Context: an optimization exercise on an open-source flow, tuned for small area, a short achievable clock period and few clock cycles. The choices shown serve that exercise and are no tape-out recipe.
In this exercise RTL edits were held to simulation tests only and were not proved equivalent to the original.
Power figures rest on the tool's default switching activity, not on a simulated workload.

--- run.sh ---
#!/bin/bash
# synth_recipe.tcl (not shown) runs the flow's synth.tcl, then flattens the netlist and writes it again
# the make line also repeats each setting of config.mk as NAME=value (left out here)
make -C /OpenROAD-flow-scripts/flow DESIGN_CONFIG=/design/flow/config.mk WORK_HOME=/design/flow/orfs CLKGATE_MAP_FILE= SYNTH_SCRIPT=/design/flow/synth_recipe.tcl finish
--- config.mk ---
export PLATFORM = sky130hd
export DESIGN_NAME = stepper_microstep_trajectory_unit
export DESIGN_NICKNAME = stepper_microstep_trajectory_unit
export VERILOG_FILES = /design/flow/design.v
export SDC_FILE = /design/flow/constraint.sdc
export NUM_CORES = 4
export LEC_CHECK = 0
export CAP_MARGIN = 20
export CORE_MARGIN = 2
export CORE_UTILIZATION = 40
export SLEW_MARGIN = 20
--- constraint.sdc ---
create_clock -name core_clock -period 10.0 [get_ports {i_clk}]
set_input_delay 2.0000 -clock core_clock [delete_from_list [all_inputs] [get_ports {i_clk}]]
set_output_delay 2.0000 -clock core_clock [all_outputs]
set_load 0.01 [all_outputs]
--- design.v ---
package smt_pkg;
    localparam int CFG_AW = 4;
    localparam logic [1:0] REG_DAMPING = 2'd0;
    localparam logic [1:0] REG_ACCEL   = 2'd1;
    localparam logic [1:0] REG_VLIMIT  = 2'd2;
    localparam logic [4:0] DAMPING_RST = 5'd9;
    localparam logic [7:0] ACCEL_RST   = 8'd1;
    localparam logic [7:0] VLIMIT_RST  = 8'd128;
    localparam logic [31:0] HOME_POS = 32'd92160;
    localparam logic [9:0] PWM_MID     = 10'd512;
    localparam logic [9:0] PWM_MID_LO  = 10'd511;
    localparam logic [9:0] CLEAR_PWM_A = 10'd1020;
    localparam logic [9:0] CLEAR_PWM_B = 10'd511;
    typedef enum logic [1:0] {
        OP_STEP  = 2'd0,
        OP_CLEAR = 2'd1,
        OP_HOME  = 2'd2,
        OP_NONE  = 2'd3
    } t_op;
    typedef struct packed {
        logic [31:0]        pos1;
        logic [31:0]        pos2;
        logic signed [15:0] vel;
    } t_axis_state;
    function automatic logic [6:0] sine_rom(input logic [6:0] idx);
        logic [6:0] v;
        case (idx)
            7'd0: v = 7'd0;
            7'd1: v = 7'd1;
            7'd2: v = 7'd3;
            7'd3: v = 7'd4;
            7'd4: v = 7'd6;
            7'd5: v = 7'd7;
            7'd6: v = 7'd9;
            7'd7: v = 7'd10;
            7'd8: v = 7'd12;
            7'd9: v = 7'd14;
            7'd10: v = 7'd15;
            7'd11: v = 7'd17;
            7'd12: v = 7'd18;
            7'd13: v = 7'd20;
            7'd14: v = 7'd21;
            7'd15: v = 7'd23;
            7'd16: v = 7'd24;
            7'd17: v = 7'd26;
            7'd18: v = 7'd28;
            7'd19: v = 7'd29;
            7'd20: v = 7'd31;
            7'd21: v = 7'd32;
            7'd22: v = 7'd34;
            7'd23: v = 7'd35;
            7'd24: v = 7'd37;
            7'd25: v = 7'd38;
            7'd26: v = 7'd40;
            7'd27: v = 7'd41;
            7'd28: v = 7'd43;
            7'd29: v = 7'd44;
            7'd30: v = 7'd46;
            7'd31: v = 7'd47;
            7'd32: v = 7'd48;
            7'd33: v = 7'd50;
            7'd34: v = 7'd51;
            7'd35: v = 7'd53;
            7'd36: v = 7'd54;
            7'd37: v = 7'd56;
            7'd38: v = 7'd57;
            7'd39: v = 7'd58;
            7'd40: v = 7'd60;
            7'd41: v = 7'd61;
            7'd42: v = 7'd63;
            7'd43: v = 7'd64;
            7'd44: v = 7'd65;
            7'd45: v = 7'd67;
            7'd46: v = 7'd68;
            7'd47: v = 7'd69;
            7'd48: v = 7'd71;
            7'd49: v = 7'd72;
            7'd50: v = 7'd73;
            7'd51: v = 7'd74;
            7'd52: v = 7'd76;
            7'd53: v = 7'd77;
            7'd54: v = 7'd78;
            7'd55: v = 7'd79;
            7'd56: v = 7'd81;
            7'd57: v = 7'd82;
            7'd58: v = 7'd83;
            7'd59: v = 7'd84;
            7'd60: v = 7'd85;
            7'd61: v = 7'd87;
            7'd62: v = 7'd88;
            7'd63: v = 7'd89;
            7'd64: v = 7'd90;
            7'd65: v = 7'd91;
            7'd66: v = 7'd92;
            7'd67: v = 7'd93;
            7'd68: v = 7'd94;
            7'd69: v = 7'd95;
            7'd70: v = 7'd96;
            7'd71: v = 7'd97;
            7'd72: v = 7'd98;
            7'd73: v = 7'd99;
            7'd74: v = 7'd100;
            7'd75: v = 7'd101;
            7'd76: v = 7'd102;
            7'd77: v = 7'd103;
            7'd78: v = 7'd104;
            7'd79: v = 7'd105;
            7'd80: v = 7'd106;
            7'd81: v = 7'd107;
            7'd82: v = 7'd108;
            7'd83: v = 7'd108;
            7'd84: v = 7'd109;
            7'd85: v = 7'd110;
            7'd86: v = 7'd111;
            7'd87: v = 7'd112;
            7'd88: v = 7'd112;
            7'd89: v = 7'd113;
            7'd90: v = 7'd114;
            7'd91: v = 7'd115;
            7'd92: v = 7'd115;
            7'd93: v = 7'd116;
            7'd94: v = 7'd117;
            7'd95: v = 7'd117;
            7'd96: v = 7'd118;
            7'd97: v = 7'd118;
            7'd98: v = 7'd119;
            7'd99: v = 7'd119;
            7'd100: v = 7'd120;
            7'd101: v = 7'd121;
            7'd102: v = 7'd121;
            7'd103: v = 7'd122;
            7'd104: v = 7'd122;
            7'd105: v = 7'd122;
            7'd106: v = 7'd123;
            7'd107: v = 7'd123;
            7'd108: v = 7'd124;
            7'd109: v = 7'd124;
            7'd110: v = 7'd124;
            7'd111: v = 7'd125;
            7'd112: v = 7'd125;
            7'd113: v = 7'd125;
            7'd114: v = 7'd126;
            7'd115: v = 7'd126;
            7'd116: v = 7'd126;
            7'd117: v = 7'd126;
            7'd118: v = 7'd127;
            7'd119: v = 7'd127;
            7'd120: v = 7'd127;
            7'd121: v = 7'd127;
            7'd122: v = 7'd127;
            7'd123: v = 7'd127;
            7'd124: v = 7'd127;
            7'd125: v = 7'd127;
            7'd126: v = 7'd127;
            7'd127: v = 7'd127;
            default: v = 7'd0;
        endcase
        sine_rom = v;
    endfunction
    function automatic logic [31:0] lp_sum(input logic [31:0] x, input logic [31:0] din,
                                           input logic [4:0] d);
        lp_sum = (x << d) - x + din;
    endfunction
    function automatic logic [31:0] lp_adj(input logic [31:0] sum, input logic [31:0] din,
                                           input logic [4:0] d);
        logic [31:0] t;
        t = sum >> d;
        if (t < din) begin
            lp_adj = t + 32'd1;
        end else if (t != 32'd0) begin
            lp_adj = t - 32'd1;
        end else begin
            lp_adj = t;
        end
    endfunction
    function automatic logic [19:0] drive_pwm(input logic [8:0] pos);
        logic [6:0] idx;
        logic [9:0] s;
        logic [9:0] c;
        logic [9:0] a;
        logic [9:0] b;
        idx = pos[6:0];
        s   = {1'b0, sine_rom(idx), 2'b00};
        c   = {1'b0, sine_rom(~idx), 2'b00};
        case (pos[8:7])
            2'b11: begin
                a = PWM_MID + s;
                b = PWM_MID + c;
            end
            2'b10: begin
                a = PWM_MID - c;
                b = PWM_MID + s;
            end
            2'b01: begin
                a = PWM_MID - s;
                b = PWM_MID_LO - c;
            end
            default: begin
                a = PWM_MID + c;
                b = PWM_MID - s;
            end
        endcase
        drive_pwm = {a, b};
    endfunction
endpackage
module smt_state_mem #(
    parameter int AXES = 4,
    parameter int AW   = 2
) (
    input  logic                 i_clk,
    input  logic                 i_rst_n,
    input  logic                 i_rd_en,
    input  logic [AW-1:0]        i_rd_addr,
    output smt_pkg::t_axis_state o_rd_data,
    input  logic                 i_wr_en,
    input  logic [AW-1:0]        i_wr_addr,
    input  smt_pkg::t_axis_state i_wr_data
);
    logic [79:0] r_mem [0:AXES-1];
    logic [79:0] r_rd_data;
    logic [AXES-1:0]   r_written;
    logic              r_rd_hit;
    always_ff @(posedge i_clk) begin
        if (!i_rst_n) begin
            r_written <= '0;
            r_rd_hit  <= 1'b0;
        end else begin
            if (i_wr_en) begin
                r_written[i_wr_addr] <= 1'b1;
            end
            if (i_rd_en) begin
                r_rd_hit <= r_written[i_rd_addr];
            end
        end
    end
    always_ff @(posedge i_clk) begin
        if (i_wr_en) begin
            r_mem[i_wr_addr] <= i_wr_data;
        end
        if (i_rd_en) begin
            r_rd_data <= r_mem[i_rd_addr];
        end
    end
    assign o_rd_data = r_rd_hit ? r_rd_data : '0;
endmodule
module stepper_microstep_trajectory_unit #(
    parameter int AXES = 4
) (
    input  logic                        i_clk,
    input  logic                        i_rst_n,
    input  logic                        i_valid,
    output logic                        o_stall,
    input  logic [1:0]                  i_opcode,
    input  logic [1:0]                  i_axis,
    input  logic [30:0]                 i_target,
    output logic                        o_valid,
    input  logic                        i_stall,
    output logic [9:0]                  o_pwm_a,
    output logic [9:0]                  o_pwm_b,
    output logic [30:0]                 o_position,
    output logic signed [15:0]          o_velocity,
    input  logic                        psel,
    input  logic                        penable,
    input  logic                        pwrite,
    input  logic [smt_pkg::CFG_AW-1:0]  paddr,
    input  logic [31:0]                 pwdata,
    output logic [31:0]                 prdata,
    output logic                        pready
);
    localparam int AW = (AXES > 1) ? $clog2(AXES) : 1;
    logic [4:0] r_damp;
    logic [7:0] r_accel;
    logic [7:0] r_vlim;
    logic [8:1] r_vld;
    logic [1:0] r_tag_op   [1:8];
    logic [1:0] r_tag_axis [1:8];
    logic       r_tag_ok   [1:8];
    logic       w_adv;
    logic       w_acc;
    logic       w_hazard;
    logic [1:0] n_tag_op;
    logic [1:0] n_tag_axis;
    logic       n_tag_ok;
    logic [AW+1:0] w_ax_ext;
    smt_pkg::t_axis_state w_rd;
    smt_pkg::t_axis_state w_wr_data;
    logic        w_wr_en;
    logic [30:0]        r_s1_tgt;
    logic [31:0]        r_s2_sum, r_s2_old;
    logic [30:0]        r_s2_tgt;
    logic signed [15:0] r_s2_vold;
    logic [31:0]        r_s3_p1, r_s3_old;
    logic signed [15:0] r_s3_vold;
    logic [31:0]        r_s4_sum, r_s4_p1, r_s4_old;
    logic signed [15:0] r_s4_vold;
    logic [31:0]        r_s5_p2, r_s5_p1, r_s5_old;
    logic signed [15:0] r_s5_vold;
    logic [15:0]        r_s6_vraw;
    logic signed [17:0] r_s6_dv;
    logic [31:0]        r_s6_p1, r_s6_old;
    logic signed [15:0] r_s6_vold;
    logic signed [15:0] r_s7_v;
    logic [31:0]        r_s7_p1, r_s7_old;
    logic signed [15:0] r_s7_vold;
    logic [30:0]        r_s8_pos;
    logic signed [15:0] r_s8_vel;
    logic               r_out_vld;
    logic [9:0]         r_pwm_a, r_pwm_b;
    logic [30:0]        r_pos;
    logic signed [15:0] r_vel;
    logic [15:0]        n_vraw;
    logic signed [17:0] n_dv;
    logic signed [17:0] w_amax, w_vmax, w_vold, w_vraw, w_v;
    logic [31:0]        w_np;
    logic [30:0]        n_pos;
    logic signed [15:0] n_vel;
    logic [19:0]        w_pwm;
    assign pready = 1'b1;
    always_ff @(posedge i_clk) begin
        if (!i_rst_n) begin
            r_damp  <= smt_pkg::DAMPING_RST;
            r_accel <= smt_pkg::ACCEL_RST;
            r_vlim  <= smt_pkg::VLIMIT_RST;
        end else if (psel && penable && pwrite) begin
            case (paddr[3:2])
                smt_pkg::REG_DAMPING: r_damp  <= pwdata[4:0];
                smt_pkg::REG_ACCEL:   r_accel <= pwdata[7:0];
                smt_pkg::REG_VLIMIT:  r_vlim  <= pwdata[7:0];
                default: ;
            endcase
        end
    end
    always_comb begin
        case (paddr[3:2])
            smt_pkg::REG_DAMPING: prdata = {27'd0, r_damp};
            smt_pkg::REG_ACCEL:   prdata = {24'd0, r_accel};
            smt_pkg::REG_VLIMIT:  prdata = {24'd0, r_vlim};
            default:     prdata = 32'd0;
        endcase
    end
    assign w_adv = !(r_out_vld && i_stall);
    always_comb begin
        w_hazard = 1'b0;
        for (int k = 1; k <= 7; k++) begin
            if (r_vld[k] && (r_tag_axis[k] == i_axis)) begin
                w_hazard = 1'b1;
            end
        end
    end
    assign o_stall  = !w_adv || w_hazard;
    assign w_acc    = i_valid && !o_stall;
    assign w_ax_ext = (AW+2)'(i_axis);
    always_comb begin
        n_tag_op   = i_opcode;
        n_tag_axis = i_axis;
        n_tag_ok   = (w_ax_ext < (AW+2)'(AXES));
    end
    always_ff @(posedge i_clk) begin
        if (!i_rst_n) begin
            r_vld     <= '0;
            r_out_vld <= 1'b0;
        end else if (w_adv) begin
            r_vld     <= {r_vld[7:1], w_acc};
            r_out_vld <= r_vld[8];
        end
    end
    always_ff @(posedge i_clk) begin
        if (w_adv) begin
            r_tag_op[1]   <= n_tag_op;
            r_tag_axis[1] <= n_tag_axis;
            r_tag_ok[1]   <= n_tag_ok;
            for (int k = 2; k <= 8; k++) begin
                r_tag_op[k]   <= r_tag_op[k-1];
                r_tag_axis[k] <= r_tag_axis[k-1];
                r_tag_ok[k]   <= r_tag_ok[k-1];
            end
        end
    end
    smt_state_mem #(
        .AXES (AXES),
        .AW   (AW)
    ) u_mem (
        .i_clk     (i_clk),
        .i_rst_n   (i_rst_n),
        .i_rd_en   (w_adv),
        .i_rd_addr (w_ax_ext[AW-1:0]),
        .o_rd_data (w_rd),
        .i_wr_en   (w_wr_en),
        .i_wr_addr (AW'(r_tag_axis[7])),
        .i_wr_data (w_wr_data)
    );
    assign n_vraw = r_s5_p2[15:0] - r_s5_old[15:0];
    assign n_dv   = {{2{n_vraw[15]}}, n_vraw} - {{2{r_s5_vold[15]}}, r_s5_vold};
    always_ff @(posedge i_clk) begin
        if (w_adv) begin
            r_s1_tgt  <= i_target;
            r_s2_sum  <= smt_pkg::lp_sum(w_rd.pos1, {1'b0, r_s1_tgt}, r_damp);
            r_s2_tgt  <= r_s1_tgt;
            r_s2_old  <= w_rd.pos2;
            r_s2_vold <= w_rd.vel;
            r_s3_p1   <= smt_pkg::lp_adj(r_s2_sum, {1'b0, r_s2_tgt}, r_damp);
            r_s3_old  <= r_s2_old;
            r_s3_vold <= r_s2_vold;
            r_s4_sum  <= smt_pkg::lp_sum(r_s3_old, r_s3_p1, r_damp);
            r_s4_p1   <= r_s3_p1;
            r_s4_old  <= r_s3_old;
            r_s4_vold <= r_s3_vold;
            r_s5_p2   <= smt_pkg::lp_adj(r_s4_sum, r_s4_p1, r_damp);
            r_s5_p1   <= r_s4_p1;
            r_s5_old  <= r_s4_old;
            r_s5_vold <= r_s4_vold;
            r_s6_vraw <= n_vraw;
            r_s6_dv   <= n_dv;
            r_s6_p1   <= r_s5_p1;
            r_s6_old  <= r_s5_old;
            r_s6_vold <= r_s5_vold;
            r_s7_v    <= w_v[15:0];
            r_s7_p1   <= r_s6_p1;
            r_s7_old  <= r_s6_old;
            r_s7_vold <= r_s6_vold;
            r_s8_pos  <= n_pos;
            r_s8_vel  <= n_vel;
        end
    end
    always_comb begin
        w_amax = {10'd0, r_accel};
        w_vmax = {10'd0, r_vlim};
        w_vold = {{2{r_s6_vold[15]}}, r_s6_vold};
        w_vraw = {{2{r_s6_vraw[15]}}, r_s6_vraw};
        w_v    = w_vraw;
        if (r_s6_dv > 18'sd0) begin
            if (r_s6_dv > w_amax) begin
                w_v = w_vold + w_amax;
                if (w_v > w_vmax) begin
                    w_v = w_vmax;
                end
            end
        end else if (r_s6_dv < -w_amax) begin
            w_v = w_vold - w_amax;
            if (w_v < -w_vmax) begin
                w_v = -w_vmax;
            end
        end
    end
    always_comb begin
        w_np = r_s7_old + {{16{r_s7_v[15]}}, r_s7_v};
        if (w_np[31]) begin
            w_np = 32'd0;
        end
        w_wr_data = '0;
        w_wr_en   = 1'b0;
        n_pos     = 31'd0;
        n_vel     = 16'sd0;
        case (r_tag_op[7])
            smt_pkg::OP_STEP: begin
                w_wr_data.pos1 = r_s7_p1;
                w_wr_data.pos2 = w_np;
                w_wr_data.vel  = r_s7_v;
                w_wr_en        = 1'b1;
                n_pos          = w_np[30:0];
                n_vel          = r_s7_v;
            end
            smt_pkg::OP_CLEAR: begin
                w_wr_en = 1'b1;
            end
            smt_pkg::OP_HOME: begin
                w_wr_data.pos1 = smt_pkg::HOME_POS;
                w_wr_data.pos2 = smt_pkg::HOME_POS;
                w_wr_data.vel  = r_s7_vold;
                w_wr_en        = 1'b1;
                n_pos          = 31'(smt_pkg::HOME_POS);
                n_vel          = r_s7_vold;
            end
            default: begin
                n_pos = r_s7_old[30:0];
                n_vel = r_s7_vold;
            end
        endcase
        if (!(w_adv && r_vld[7] && r_tag_ok[7])) begin
            w_wr_en = 1'b0;
        end
        if (!r_tag_ok[7]) begin
            n_pos = 31'd0;
            n_vel = 16'sd0;
        end
    end
    assign w_pwm = smt_pkg::drive_pwm(r_s8_pos[8:0]);
    always_ff @(posedge i_clk) begin
        if (w_adv) begin
            r_pos <= r_s8_pos;
            r_vel <= r_s8_vel;
            if (!r_tag_ok[8]) begin
                r_pwm_a <= 10'd0;
                r_pwm_b <= 10'd0;
            end else if (r_tag_op[8] == smt_pkg::OP_CLEAR) begin
                r_pwm_a <= smt_pkg::CLEAR_PWM_A;
                r_pwm_b <= smt_pkg::CLEAR_PWM_B;
            end else begin
                r_pwm_a <= w_pwm[19:10];
                r_pwm_b <= w_pwm[9:0];
            end
        end
    end
    assign o_valid    = r_out_vld;
    assign o_pwm_a    = r_pwm_a;
    assign o_pwm_b    = r_pwm_b;
    assign o_position = r_pos;
    assign o_velocity = r_vel;
endmodule
==> summary.md <==
| Metric | Value |
|---|---|
| Slew headroom | `27.6%` |
| Clock latency (worst-skew pair) | `0.78 ns` |
| Clock power frac | `31.3%` |
| Status | `complete, no violations` |
| Sink Count | `1211` |
| Root buffer cell | `clkbuf_16` |
| Synth area leader | `edfxtp_1` |
| Clock-pin slew on the worst setup and hold paths | `0.06 ns` |
| YS warnings | `5` |
| Area growth, synth to finish | `12.2%` |
| Fill count | `14200` |
| PD cells | `218 mW/mm2` |
| Clock buffer depth | `3` |
| Placed instance area | `0.0672 mm2` |
| Pin count of the biggest net entering global routing | `173` |
| Main synth FF type | `edfxtp_1` |
| Synth Cell Area | `0.0639 mm2` |
| Final WS setup | `3.21 ns` |
| DR WL/cell | `22.3 um` |
| Yosys reg bits | `1211` |
| CTS tree | `built` |
| RSZ-0062 raised after global routing | `false` |
| Yosys top cell area share | `55.0%` |
| Commonest cells post-synth | `1169 x edfxtp_1, 386 x inv_1, 354 x nand2_1, 311 x nor2_1, 283 x ha_1` |
| Fin crit share | `67.9%` |
| PortBufs | `126` |
| Area of the core | `0.158 mm2` |
| Fin. max-slew vios | `0` |
| Fmax | `0.147 GHz` |
| Design area | `0.0716 mm2` |
| Total number of vias | `40598` |
| EDFF count, synth | `1169` |
| H-tree levels | `4` |
| Max Cap Viol | `0` |
| # nets final | `5521` |
| Final setup vio count | `0` |
| Critical path capture point type | `register` |
| Vias per inst | `5.58` |
| I/O Pins | `180` |
| Hold WC Path Type | `register to register` |
| Share of cells above drive strength 1 | `10.7%` |
| Period minus WS final | `6.79 ns` |
| Worst R2R End | `r_s2_sum[31]` |
| Finished Layout Cells | `7276` |
| Critical path startpoint category | `register` |
| Vias in the first global route | `39364` |
| Placed Cells | `7028` |
| Place WS | `3.22 ns` |
| Initial antenna violation count | `2` |
| Reg power frac | `43.4%` |
| Worst hold path depth | `0` |
| Worst R2R Path Depth | `21` |
| Unique cell type count in the Yosys netlist | `114` |
| Die Height | `404 um` |
| Post-CTS Resized | `0` |
| Global route overflow | `0` |
| Seq/Total Area, Yosys | `56.3%` |
| Die Area | `0.163 mm2` |
| DR pass1 iterations | `7` |
| FF-to-FF Start | `r_damp[1]` |
| GP Congestion | `0.896` |
| Worst Hold Path EP | `r_s5_old[4]` |
| Hold Startpoint | `r_s4_old[4]` |
| Synth Area per Inst | `12.8 um2` |
| Internal power | `10.8 mW` |
| Maximum vdd drop | `194 uV` |
| HPWL Detailed | `114000 um` |
| Crit Path Max Fanout | `39` |
| Lkg Pwr | `28.0 nW` |
| Combinational share of power | `25.3%` |
| Total GRT Usage | `19.8%` |
| DRC Markers | `0` |
| Die width | `404 um` |
| Top cells by area, synth | `edfxtp_1 55%, mux4_2 6.4%, ha_1 5.5%` |
| Clock Skew | `0.0517 ns` |
| TritonCTS Buffers | `135` |
| Std-Cell Rows | `146` |
| Routed WL | `163000 um` |
| Critical Path AT | `7.31 ns` |
| Mapped Cells | `4993` |
| Post-route ant nets | `0` |
| Final Hold Viols | `0` |
| Initial Utilization | `40.3%` |
| Switching part of the total | `30.8%` |
| Setup Fix Bufs, Post-CTS | `0` |
| Setup slack, reg-to-reg | `3.21 ns` |
| First-pass GRT wire length | `245000 um` |
| TNS Setup | `0 ns` |
| Cts hold-fix bufs | `0` |
| Top-count cell post-synth | `edfxtp_1` |
| WP data required | `10.52 ns` |
| Number of DRC markers in iteration 0 | `3494` |
| Crit Path Class | `register to register` |
| Slew @ Worst Pin | `1.08 ns` |
| Final Core Density | `45.2%` |
| Switching power total | `4.80 mW` |
| Post-synth ARST share | `0%` |
-- per-stage QoR --
step / hold WS, ns / power, mW
after floorplan: 0.400 / 9.50
after global placement: 0.400 / 10.7
after detailed placement: 0.405 / 10.8
after CTS: 0.400 / 15.7
after global routing: 0.398 / 16.4
final: 0.408 / 15.6
-- sequential cells by signal (all words and copies together), names as in the netlist, 32 cells and up, named ones only --
name and flops:
r_s4_sum 32, r_s3_p1 32, u_mem.r_rd_data 79, r_s6_p1 32
u_mem.r_mem 316, r_s5_p1 32, r_s4_p1 32, r_s2_sum 32
r_s7_p1 32
-- cells in the final DEF (no fill, tap or decap), drive strengths merged, types with 139 or more instances in the layout --
master and instances:
inv 397, nor2 313, ha 283, mux2i 148
mux4 183, o21ai 187, xnor2 152, nand2 355
edfxtp 1169, and2 139, a21oi 249, clkbuf 175
-- routing by layer --
metal  up-vias  global-route usage (%)  share of wire (%)
li1      18708                       -                  -
met1     20389                    27.6                 44
met2      1266                    31.7                 47
met3       233                    3.25                6.1
met4         2                    6.09                2.7
met5         -                       0             0.0080
-- power groups by stage --
stage,sequential [mW],combinational (mW),clock (mW)
floorplan,6.62,2.88,0
global placement,6.86,3.85,0
detailed placement,6.87,3.90,0
CTS,6.77,3.92,5.01
global route,6.82,4.39,5.20
finish,6.77,3.94,4.89
-- area by class of cell --
type	instances	area [um2]	area share [%]
clock buffer	175	3610	5.04
tap	2072	2590	3.62
multi-input combinational	3165	25400	35.5
clock inverter	70	773	1.08
inverter	392	1480	2.07
antenna	3	7.51	0.0105
sequential	1211	36000	50.2
timing repair buffer	188	1760	2.45
-- worst max-delay path, stage by stage (launching register included) --
cell,delay (ns)
dfxtp_4,0.77
clkinv_1,1.06
mux2_2,0.51
mux2i_1,0.09
nor2_1,0.13
nor2_1,0.06
o21ai_0,0.29
nand2_1,0.21
fa_1,0.57
inv_1,0.04
ha_1,0.34
nand2_1,0.07
o31ai_1,0.35
o21ai_0,0.18
a21oi_1,0.31
a21oi_1,0.19
a2111o_1,0.45
a41oi_1,0.24
and2_1,0.22
a311o_1,0.20
a21oi_1,0.08
xnor2_1,0.12
-- worst max-delay path by stage --
stage / start / endpoint / slack, ns
after detailed placement: r_damp[0] / r_s2_sum[31] / 3.22
final: r_damp[1] / r_s2_sum[31] / 3.21
after global placement: r_damp[0] / r_s2_sum[31] / 3.23
after global routing: r_damp[1] / r_s2_sum[31] / 2.75
after CTS: r_damp[0] / r_s2_sum[31] / 3.19
after floorplan: i_stall / u_mem.r_mem[2][0] / 1.09
-- cell families after synthesis --
| kind of cell | Yosys count | synth area share, % |
|---|---|---|
| AO/OA/AOI/OAI | 928 | 9.62 |
| buffers and inverters | 642 | 4.08 |
| adder cells (fa/ha/maj) | 350 | 7.64 |
| multiplexers | 379 | 9.63 |
| AND/OR/NAND/NOR | 1273 | 9.87 |
| other | 2 | 0.0118 |
| XOR/XNOR | 208 | 2.85 |
| flip-flops | 1211 | 56.3 |
Testbench counts, summed over its fixed seeds: cycles 10,145.

static timing again, ports no longer ideal:
How much do the figures lean on ideal ports? The routed layout below was timed once more, with nothing changed but the port constraints. Step 1, drivers: a clkbuf_16 drives i_clk and a buf_2 each remaining input, both assumed. Step 2 adds t to the input delays and takes it off the output delays; t is the mean of the earliest and latest rising clock arrival at the registers after step 1. Input paths then give back, and output paths get back, about the clock's delay inside the block. Three values: ideal, step 1, step 2; two values: the first two.
t (ns): 0.841
setup WS [ns]: 3.212 / 3.212 / 3.212
slew at the worst register clock pin (ns): 0.07 / 0.07
After both steps this run still meets setup and hold. The setup slack of this run moves by 0.000 ns with the drivers and by 0.000 ns with both steps.
